Context: an optimization exercise on an open-source flow, tuned for small area, a short achievable clock period and few clock cycles per item. The choices shown serve that exercise and are no tape-out recipe. Function was checked by simulation only, so behaviour that the tests miss may differ from the original. Power is estimated from default activity; no workload was simulated.

`flow/constraint.sdc`:
```
create_clock -name core_clock -period 7.2 [get_ports {clock}]
set_input_delay 1.4400 -clock core_clock [delete_from_list [all_inputs] [get_ports {clock}]]
set_output_delay 1.4400 -clock core_clock [all_outputs]
set_load 0.01 [all_outputs]
```
`flow/config.mk`:
```
export PLATFORM = sky130hd
export DESIGN_NAME = booth_radix2_multiplier_core
export DESIGN_NICKNAME = booth_radix2_multiplier_core
export VERILOG_FILES = /design/flow/design.v
export SDC_FILE = /design/flow/constraint.sdc
export NUM_CORES = 4
export LEC_CHECK = 0
export CAP_MARGIN = 20
export CORE_MARGIN = 2
export CORE_UTILIZATION = 40
export PLACE_DENSITY = 0.6
export SLEW_MARGIN = 20
```
`flow/design.v`:
```
`default_nettype none
package brm_pkg;
   localparam int IN_W      = 16;
   localparam int PRODUCT_W = 32;
   localparam int MAG_W     = 31;
   localparam int CFG_W     = 5;
   localparam logic [CFG_W-1:0] CFG_RESET = 5'd16;
   localparam logic [CFG_W-1:0] MIN_WIDTH = 5'd2;
   localparam int ROUNDS_PER_STAGE = 2;
endpackage
`default_nettype wire
`default_nettype none
module brm_prep #(
   parameter int W  = 16,
   parameter int NW = 5
) (
   input  logic                      clock,
   input  logic                      reset,
   input  logic                      in_valid,
   output logic                      in_ready,
   input  logic [brm_pkg::IN_W-1:0]  in_mcand,
   input  logic [brm_pkg::IN_W-1:0]  in_mplier,
   input  logic [brm_pkg::CFG_W-1:0] cfg_width,
   output logic                      out_valid,
   input  logic                      out_ready,
   output logic [W-1:0]              out_mcand,
   output logic [W-1:0]              out_mplier,
   output logic [W-1:0]              out_mask,
   output logic [NW-1:0]             out_width
);
   localparam int CW = brm_pkg::CFG_W;
   logic                 valid_ff;
   logic [W-1:0]         mcand_ff, mcand_in;
   logic [W-1:0]         mplier_ff, mplier_in;
   logic [W-1:0]         mask_ff, mask_in;
   logic [NW-1:0]        width_ff, width_in;
   logic [CW-1:0]        width_clamped;
   always_comb begin
      if (cfg_width < brm_pkg::MIN_WIDTH) begin
         width_clamped = brm_pkg::MIN_WIDTH;
      end else if (cfg_width > CW'(W)) begin
         width_clamped = CW'(W);
      end else begin
         width_clamped = cfg_width;
      end
      for (int i = 0; i < W; i++) begin
         mask_in[i] = (CW'(i) < width_clamped);
      end
      width_in  = NW'(width_clamped);
      mcand_in  = W'(in_mcand) & mask_in;
      mplier_in = W'(in_mplier) & mask_in;
   end
   assign in_ready = !valid_ff || out_ready;
   always_ff @(posedge clock) begin
      if (reset) begin
         valid_ff <= 1'b0;
      end else if (in_ready) begin
         valid_ff <= in_valid;
      end
   end
   always_ff @(posedge clock) begin
      if (in_valid && in_ready) begin
         mcand_ff  <= mcand_in;
         mplier_ff <= mplier_in;
         mask_ff   <= mask_in;
         width_ff  <= width_in;
      end
   end
   assign out_valid  = valid_ff;
   assign out_mcand  = mcand_ff;
   assign out_mplier = mplier_ff;
   assign out_mask   = mask_ff;
   assign out_width  = width_ff;
endmodule
`default_nettype wire
`default_nettype none
module brm_booth_stage #(
   parameter int W     = 16,
   parameter int NW    = 5,
   parameter int FIRST = 0
) (
   input  logic          clock,
   input  logic          reset,
   input  logic          in_valid,
   output logic          in_ready,
   input  logic [W:0]    in_acc,
   input  logic [W-1:0]  in_mplier,
   input  logic          in_extra,
   input  logic [W-1:0]  in_mcand,
   input  logic [W-1:0]  in_mask,
   input  logic [NW-1:0] in_width,
   output logic          out_valid,
   input  logic          out_ready,
   output logic [W:0]    out_acc,
   output logic [W-1:0]  out_mplier,
   output logic          out_extra,
   output logic [W-1:0]  out_mcand,
   output logic [W-1:0]  out_mask,
   output logic [NW-1:0] out_width
);
   localparam int SPAN = W - FIRST;
   localparam int HERE = (SPAN < brm_pkg::ROUNDS_PER_STAGE) ? SPAN
                                                             : brm_pkg::ROUNDS_PER_STAGE;
   logic          valid_ff;
   logic [W:0]    acc_ff, acc_in;
   logic [W-1:0]  q_ff, q_in;
   logic          extra_ff, extra_in;
   logic [W-1:0]  mcand_ff;
   logic [W-1:0]  mask_ff;
   logic [NW-1:0] width_ff;
   logic [W-1:0]  top;
   logic [W:0]    acc_mask, acc_top, mcand_x;
   always_comb begin
      top      = in_mask & ~(in_mask >> 1);
      acc_mask = {in_mask, 1'b1};
      acc_top  = {top, 1'b0};
      mcand_x  = {1'b0, in_mcand} | ((|(in_mcand & top)) ? acc_top : '0);
      acc_in   = in_acc;
      q_in     = in_mplier;
      extra_in = in_extra;
      for (int j = 0; j < HERE; j++) begin
         if (in_mask[FIRST + j]) begin
            if (!q_in[0] && extra_in) begin
               acc_in = (acc_in + mcand_x) & acc_mask;
            end else if (q_in[0] && !extra_in) begin
               acc_in = (acc_in - mcand_x) & acc_mask;
            end
            extra_in = q_in[0];
            q_in     = (q_in >> 1) | ({W{acc_in[0]}} & top);
            acc_in   = (acc_in >> 1) | (acc_in & acc_top);
         end
      end
   end
   assign in_ready = !valid_ff || out_ready;
   always_ff @(posedge clock) begin
      if (reset) begin
         valid_ff <= 1'b0;
      end else if (in_ready) begin
         valid_ff <= in_valid;
      end
   end
   always_ff @(posedge clock) begin
      if (in_valid && in_ready) begin
         acc_ff   <= acc_in;
         q_ff     <= q_in;
         extra_ff <= extra_in;
         mcand_ff <= in_mcand;
         mask_ff  <= in_mask;
         width_ff <= in_width;
      end
   end
   assign out_valid  = valid_ff;
   assign out_acc    = acc_ff;
   assign out_mplier = q_ff;
   assign out_extra  = extra_ff;
   assign out_mcand  = mcand_ff;
   assign out_mask   = mask_ff;
   assign out_width  = width_ff;
endmodule
`default_nettype wire
`default_nettype none
module brm_finish #(
   parameter int W  = 16,
   parameter int NW = 5
) (
   input  logic                          clock,
   input  logic                          reset,
   input  logic                          in_valid,
   output logic                          in_ready,
   input  logic [W-1:0]                  in_acc,
   input  logic [W-1:0]                  in_mplier,
   input  logic [W-1:0]                  in_mask,
   input  logic [NW-1:0]                 in_width,
   output logic                          out_valid,
   input  logic                          out_ready,
   output logic [brm_pkg::PRODUCT_W-1:0] out_product,
   output logic                          out_negative,
   output logic [brm_pkg::MAG_W-1:0]     out_magnitude
);
   localparam int PW  = 2 * W;
   localparam int POW = brm_pkg::PRODUCT_W;
   localparam int MOW = brm_pkg::MAG_W;
   logic           valid_ff;
   logic [POW-1:0] product_ff, product_in;
   logic           negative_ff, negative_in;
   logic [MOW-1:0] magnitude_ff, magnitude_in;
   logic [W-1:0]   top;
   logic [PW-1:0]  wide;
   logic [PW-1:0]  wide_mask;
   logic [PW-1:0]  wide_mag;
   always_comb begin
      top          = in_mask & ~(in_mask >> 1);
      wide         = ({{W{1'b0}}, in_acc} << in_width) | {{W{1'b0}}, in_mplier};
      wide_mask    = ({{W{1'b0}}, in_mask} << in_width) | {{W{1'b0}}, in_mask};
      negative_in  = |(in_acc & top);
      wide_mag     = negative_in ? ((-wide) & wide_mask) : wide;
      product_in   = POW'(wide);
      magnitude_in = MOW'(wide_mag);
   end
   assign in_ready = !valid_ff || out_ready;
   always_ff @(posedge clock) begin
      if (reset) begin
         valid_ff <= 1'b0;
      end else if (in_ready) begin
         valid_ff <= in_valid;
      end
   end
   always_ff @(posedge clock) begin
      if (in_valid && in_ready) begin
         product_ff   <= product_in;
         negative_ff  <= negative_in;
         magnitude_ff <= magnitude_in;
      end
   end
   assign out_valid     = valid_ff;
   assign out_product   = product_ff;
   assign out_negative  = negative_ff;
   assign out_magnitude = magnitude_ff;
endmodule
`default_nettype wire
`default_nettype none
module booth_radix2_multiplier_core #(
   parameter int MAX_WIDTH = 16
) (
   input  logic                      clock,
   input  logic                      reset,
   input  logic                          req_valid,
   output logic                          req_ready,
   input  logic [brm_pkg::IN_W-1:0]      req_multiplicand_bits,
   input  logic [brm_pkg::IN_W-1:0]      req_multiplier_bits,
   output logic                          rsp_valid,
   input  logic                          rsp_ready,
   output logic [brm_pkg::PRODUCT_W-1:0] rsp_product_bits,
   output logic                          rsp_negative,
   output logic [brm_pkg::MAG_W-1:0]     rsp_magnitude,
   input  logic                      csr_write_enable,
   input  logic [brm_pkg::CFG_W-1:0] csr_write_data
);
   localparam int W   = MAX_WIDTH;
   localparam int NW  = $clog2(W + 1);
   localparam int RPS = brm_pkg::ROUNDS_PER_STAGE;
   localparam int NS  = (W + RPS - 1) / RPS;
   logic [brm_pkg::CFG_W-1:0] operand_bits_ff;
   logic [NS:0]   st_valid;
   logic [NS:0]   st_ready;
   logic [W:0]    st_acc    [NS+1];
   logic [W-1:0]  st_mplier [NS+1];
   logic          st_extra  [NS+1];
   logic [W-1:0]  st_mcand  [NS+1];
   logic [W-1:0]  st_mask   [NS+1];
   logic [NW-1:0] st_width  [NS+1];
   always_ff @(posedge clock) begin
      if (reset) begin
         operand_bits_ff <= brm_pkg::CFG_RESET;
      end else if (csr_write_enable) begin
         operand_bits_ff <= csr_write_data;
      end
   end
   brm_prep #(
      .W  (W),
      .NW (NW)
   ) u_prep (
      .clock      (clock),
      .reset      (reset),
      .in_valid   (req_valid),
      .in_ready   (req_ready),
      .in_mcand   (req_multiplicand_bits),
      .in_mplier  (req_multiplier_bits),
      .cfg_width  (operand_bits_ff),
      .out_valid  (st_valid[0]),
      .out_ready  (st_ready[0]),
      .out_mcand  (st_mcand[0]),
      .out_mplier (st_mplier[0]),
      .out_mask   (st_mask[0]),
      .out_width  (st_width[0])
   );
   assign st_acc[0]   = '0;
   assign st_extra[0] = 1'b0;
   for (genvar k = 0; k < NS; k++) begin : g_booth
      brm_booth_stage #(
         .W     (W),
         .NW    (NW),
         .FIRST (k * RPS)
      ) u_stage (
         .clock      (clock),
         .reset      (reset),
         .in_valid   (st_valid[k]),
         .in_ready   (st_ready[k]),
         .in_acc     (st_acc[k]),
         .in_mplier  (st_mplier[k]),
         .in_extra   (st_extra[k]),
         .in_mcand   (st_mcand[k]),
         .in_mask    (st_mask[k]),
         .in_width   (st_width[k]),
         .out_valid  (st_valid[k+1]),
         .out_ready  (st_ready[k+1]),
         .out_acc    (st_acc[k+1]),
         .out_mplier (st_mplier[k+1]),
         .out_extra  (st_extra[k+1]),
         .out_mcand  (st_mcand[k+1]),
         .out_mask   (st_mask[k+1]),
         .out_width  (st_width[k+1])
      );
   end
   brm_finish #(
      .W  (W),
      .NW (NW)
   ) u_finish (
      .clock         (clock),
      .reset         (reset),
      .in_valid      (st_valid[NS]),
      .in_ready      (st_ready[NS]),
      .in_acc        (st_acc[NS][W-1:0] & st_mask[NS]),
      .in_mplier     (st_mplier[NS]),
      .in_mask       (st_mask[NS]),
      .in_width      (st_width[NS]),
      .out_valid     (rsp_valid),
      .out_ready     (rsp_ready),
      .out_product   (rsp_product_bits),
      .out_negative  (rsp_negative),
      .out_magnitude (rsp_magnitude)
   );
endmodule
`default_nettype wire
```
`flow/run.sh`:
```
#!/bin/bash
# synth_recipe.tcl (not shown) runs the flow's synth.tcl, then flattens the netlist and writes it again
# the make line also repeats each setting of config.mk as NAME=value (left out here)
make -C /OpenROAD-flow-scripts/flow DESIGN_CONFIG=/design/flow/config.mk WORK_HOME=/design/flow/orfs CLKGATE_MAP_FILE= SYNTH_SCRIPT=/design/flow/synth_recipe.tcl finish
```
==> summary.txt <==
## power by group
group	internal, W	leakage [nW]	switching (W)	total [W]
Clock	0.00237	1.26	0.00171	0.00408
Combinational	0.000873	22.7	0.00137	0.00224
Sequential	0.00438	6.10	0.000129	0.00451
Total	0.00762	30.1	0.00321	0.0108
## stage by stage
step                std cells  utilization [%]
finish                  10522             46.4
global placement        10343             44.3
detailed placement      10343             44.3
floorplan                7903                -
CTS                     10489             45.9
global route            10522             46.4
## metal layers
layer  vias to the layer above  global-route usage, %  part of all wire [%]
met3                       391                   4.24                   7.5
met1                     31219                   41.9                    45
li1                      30340                      -                     -
met2                      2732                   45.6                    44
met4                         2                   7.97                   2.8
met5                         -                      0                0.0063
## kinds of logic after synthesis
kind of cell / share of synthesized area (%)
simple gates: 18.3
xor+xnor: 2.82
fa+ha+maj: 10.5
mux: 2.64
flops: 30.7
buf+inv: 5.37
compound gates: 29.7
other cells: 0.00573
## worst min-delay path by stage
stage                                         from                             end  slack (ps)  cells after the start
floorplan                       u_prep.width_ff[0]  g_booth[0].u_stage.width_ff[0]         400                      0
global placement    g_booth[0].u_stage.width_ff[1]  g_booth[1].u_stage.width_ff[1]         400                      0
detailed placement  g_booth[3].u_stage.width_ff[1]  g_booth[4].u_stage.width_ff[1]         400                      0
CTS                 g_booth[3].u_stage.width_ff[0]  g_booth[4].u_stage.width_ff[0]         400                      0
global route        g_booth[4].u_stage.width_ff[1]  g_booth[5].u_stage.width_ff[1]         420                      0
finish              g_booth[3].u_stage.width_ff[0]  g_booth[4].u_stage.width_ff[0]         410                      0
## cells in the mapped netlist, types with 39 or more instances
master    count  area share (%)
a211oi_1     90             1.0
a21o_1      199             2.3
a21oi_1     889             6.8
a221o_1      58            0.89
a221oi_1     63            0.84
a22o_1       53            0.71
a22oi_1      65            0.75
a31oi_1     130             1.2
and2_1       62            0.59
and3_1       67            0.64
clkbuf_1    369             2.1
edfxtp_1    658              30
ha_1        503             9.6
inv_1       498             2.9
mux2i_1     106             1.6
nand2_1     594             3.4
nand2b_1    124             1.2
nand3_1     162             1.2
nand3b_1     51            0.59
nor2_1      782             4.5
nor2b_1     221             2.1
nor3_1      188             1.4
nor4_1       43            0.41
o211ai_1    112             1.3
o21a_1       72            0.83
o21ai_0     423             3.2
o21bai_1     90             1.0
o221ai_1     80             1.1
o22ai_1      76            0.73
o311ai_0     39            0.52
o31ai_1      68            0.78
or2_2        59            0.56
or3_1        43            0.41
xnor2_1     166             2.2
xor2_1       45            0.60
## cells in the final DEF (no fill, tap or decap), types with 35 or more instances in the layout
master / n
o211ai_1: 112
nor4_1: 40
o221ai_1: 79
a211oi_1: 82
edfxtp_1: 658
nor3_1: 181
mux2i_1: 102
nand3_1: 162
a21oi_1: 877
and2_1: 61
or3_1: 41
nor2_1: 780
xnor2_1: 164
a22o_1: 53
a22oi_1: 64
a21o_1: 199
ha_1: 494
buf_4: 607
xor2_1: 45
o311ai_0: 35
a221oi_1: 57
nor2b_1: 212
o21bai_1: 90
inv_1: 498
a31oi_1: 124
clkdlybuf4s50_1: 107
o21a_1: 71
or2_2: 59
o21ai_0: 416
nand3b_1: 51
o22ai_1: 74
clkbuf_16: 82
o31ai_1: 62
nand2b_1: 124
a221o_1: 58
and3_1: 67
nand2_1: 592
## state kept, by name, summed over array words and instances (netlist names)
register and count:
g_booth.u_stage.acc_ff 135, g_booth.u_stage.mask_ff 128, g_booth.u_stage.q_ff 128, g_booth.u_stage.mcand_ff 112, g_booth.u_stage.width_ff 32, u_finish.product_ff 32, u_finish.magnitude_ff 31, u_prep.mcand_ff 16
u_prep.mplier_ff 16, u_prep.mask_ff 15, g_booth.u_stage.valid_ff 8, g_booth.u_stage.extra_ff 7, operand_bits_ff 5, u_prep.width_ff 5, u_finish.negative_ff 1, u_finish.valid_ff 1
u_prep.valid_ff 1
## worst max-delay path, cell delays in order (launching register included)
cell      delay (ps)
edfxtp_1         480
nor2b_1          220
a22o_1           260
or4_1            600
nor2_1           300
o21ai_0          240
ha_2             480
nor3b_1          200
a211o_1          160
nor2b_1          250
a21oi_2           70
xnor2_1          140
a221oi_1         250
a31oi_1          100
a311o_1          370
o21ai_0          110
inv_1            100
ha_1             300
inv_1             90
nor3_2           240
a21oi_1          120
o41a_1           480
nor2_1           160
o21ai_2           90
a211oi_2         290
xor2_1           110
a311oi_1         290
a31oi_1          140
## cell type report
class                   count  share of cell area, %
multi-input cells        6301                   56.3
flip-flops and latches    673                   26.6
repair buffers            714                   7.46
clock buffers              97                   2.84
inverters                 513                   2.56
clock inverters            49                  0.601
well taps                2175                   3.61
## repair_timing
item / 4_1_cts / 5_1_grt
setup endpoints to repair: 2 / 46
pin swaps: 0 / 5
resized for setup: 4 / 112
buffers inserted: 0 / 33
==> results.yml <==
run_status:
  status: "timing/DRC/antenna clean"
sta:
  fin_crit_sh_pct: 96.2
  min_period_ps: 6920
  fin_ws_ps: 276
  rsz0062_at_grt: "yes"
  max_freq_ghz: 0.144
  worst_pin_slew_ps: 1200
  slew_headroom_pct: 19.7
  finalSetupViolCount: 0
  hold-worst-slack_ps: 407
  drv_slew: 0
  fin_skew_ps: 17.3
  fin_tns_setup_ps: 0
  hold_viol_final: 0
power_and_ir_drop:
  p_leak_nw: 30.1
  vdd_ir_drop_max_v: 0.000165
  power_w: 0.0108
  power.density_mw_per_mm2: 144
synthesis:
  synth_ff_type: "edfxtp_1"
  ys_ff_latch: 673
  async_reset_ff_share_pct: 0
  ys_warn_count: 19
  synthCells: 7902
  yosysUniqueCellTypes: 98
  synth-edff-count: 658
  avgSynthCellArea_um2: 8.28
  syn-cell-area_mm2: 0.0654
  seq_area_frac_synth_pct: 30.7
setup_path:
  arrival_ps: 7330
  r2r_end: "g_booth[7].u_stage.acc_ff[15]"
  r2r-start: "g_booth[6].u_stage.mask_ff[4]"
  cp_data_required_time_ps: 7610
  crit_start: "g_booth[6].u_stage.mask_ff[4]"
  worstPathMaxFanout: 7
  critPathKind: "register to register"
  crit_path_start_kind: "register"
  endpoint_kind: "register"
  rrSetupSlack_ps: 280
  endpoint: "g_booth[7].u_stage.acc_ff[15]"
  worstRegToRegCells: 27
clock_tree:
  clockBufferDepth: 3
  ctsRootBufferMaster: "clkbuf_16"
  htreeDepth: 3
  clkTransAtPathRegs_ps: 60
  clock_sinks: 673
  numCtsBuffers: 81
  worst_skew_pair.late_latency_ps: 680
  cts_tree: "built"
  hold_buffers: 0
grt:
  grt_pass1_wl_um: 379000
  grt_overflow: 0
  grt_start_max_net_pins: 77
  grt_usage_pct: 29.2
  antenna_found_initial: 9
  grt_pass1_vias: 59960
routing:
  drc_errors: 0
  wl_um: 255000
  routed-via-count: 64684
  via_per_inst: 6.15
  ant_nets: 0
  drt-pass1-iter-count: 8
  post_drt_wl_per_cell_um: 24.2
  drt_iter0_drc: 7184
finish:
  antennaDiodeCount: 0
  ff_latch_area_mm2: 0.0201
  fill_cells: 16137
  nNetsFinal: 8859
  drive_gt1_share_pct: 11.9
  multiInputGateArea_mm2: 0.0425
  synthToLayoutAreaGrowth_pct: 15.2
  postLayoutCellArea_mm2: 0.0754
place:
  dp_hpwl_um: 203000
  portBuffers: 107
  placed_cell_area_mm2: 0.0721
  place_ws_ps: -114
  gp_congestion: 0.972
die:
  fp.dieH_um: 408
  core_mm2: 0.163
  fp.dieW_um: 408
  start_util_pct: 40.2
  dieArea_mm2: 0.167
  core.rowCount: 148
  io_pins: 108
min_path:
  hold_class: "register to register"
run:
  maxCapViolCount: 0
Testbench counts, summed over its fixed seeds: cycles 8,080, items 8,000.

re-timing with driven ports:
How much do the figures lean on ideal ports? The routed layout below was timed once more, with nothing changed but the port constraints. Step 1: set_driving_cell puts a clkbuf_16 on clock and a buf_2 on each other input, an assumption about the parent block. Step 2 times the ports against the registers' clock, not the clock port: input delays grow and output delays shrink by t, the midpoint of the rising clock arrivals with the driver on. a / b / c = no drivers / after step 1 / after step 2; a / b = the first two.
t, ns: 0.754
slack for setup (ns): 0.276 / 0.276 / 0.276
worst setup path after step 2: register to register
pins driven straight from the clock port: 1
After both steps setup and hold are still met in this run. For this run, drivers alone change the setup slack by 0.000 ns; drivers and shift together by 0.000 ns.
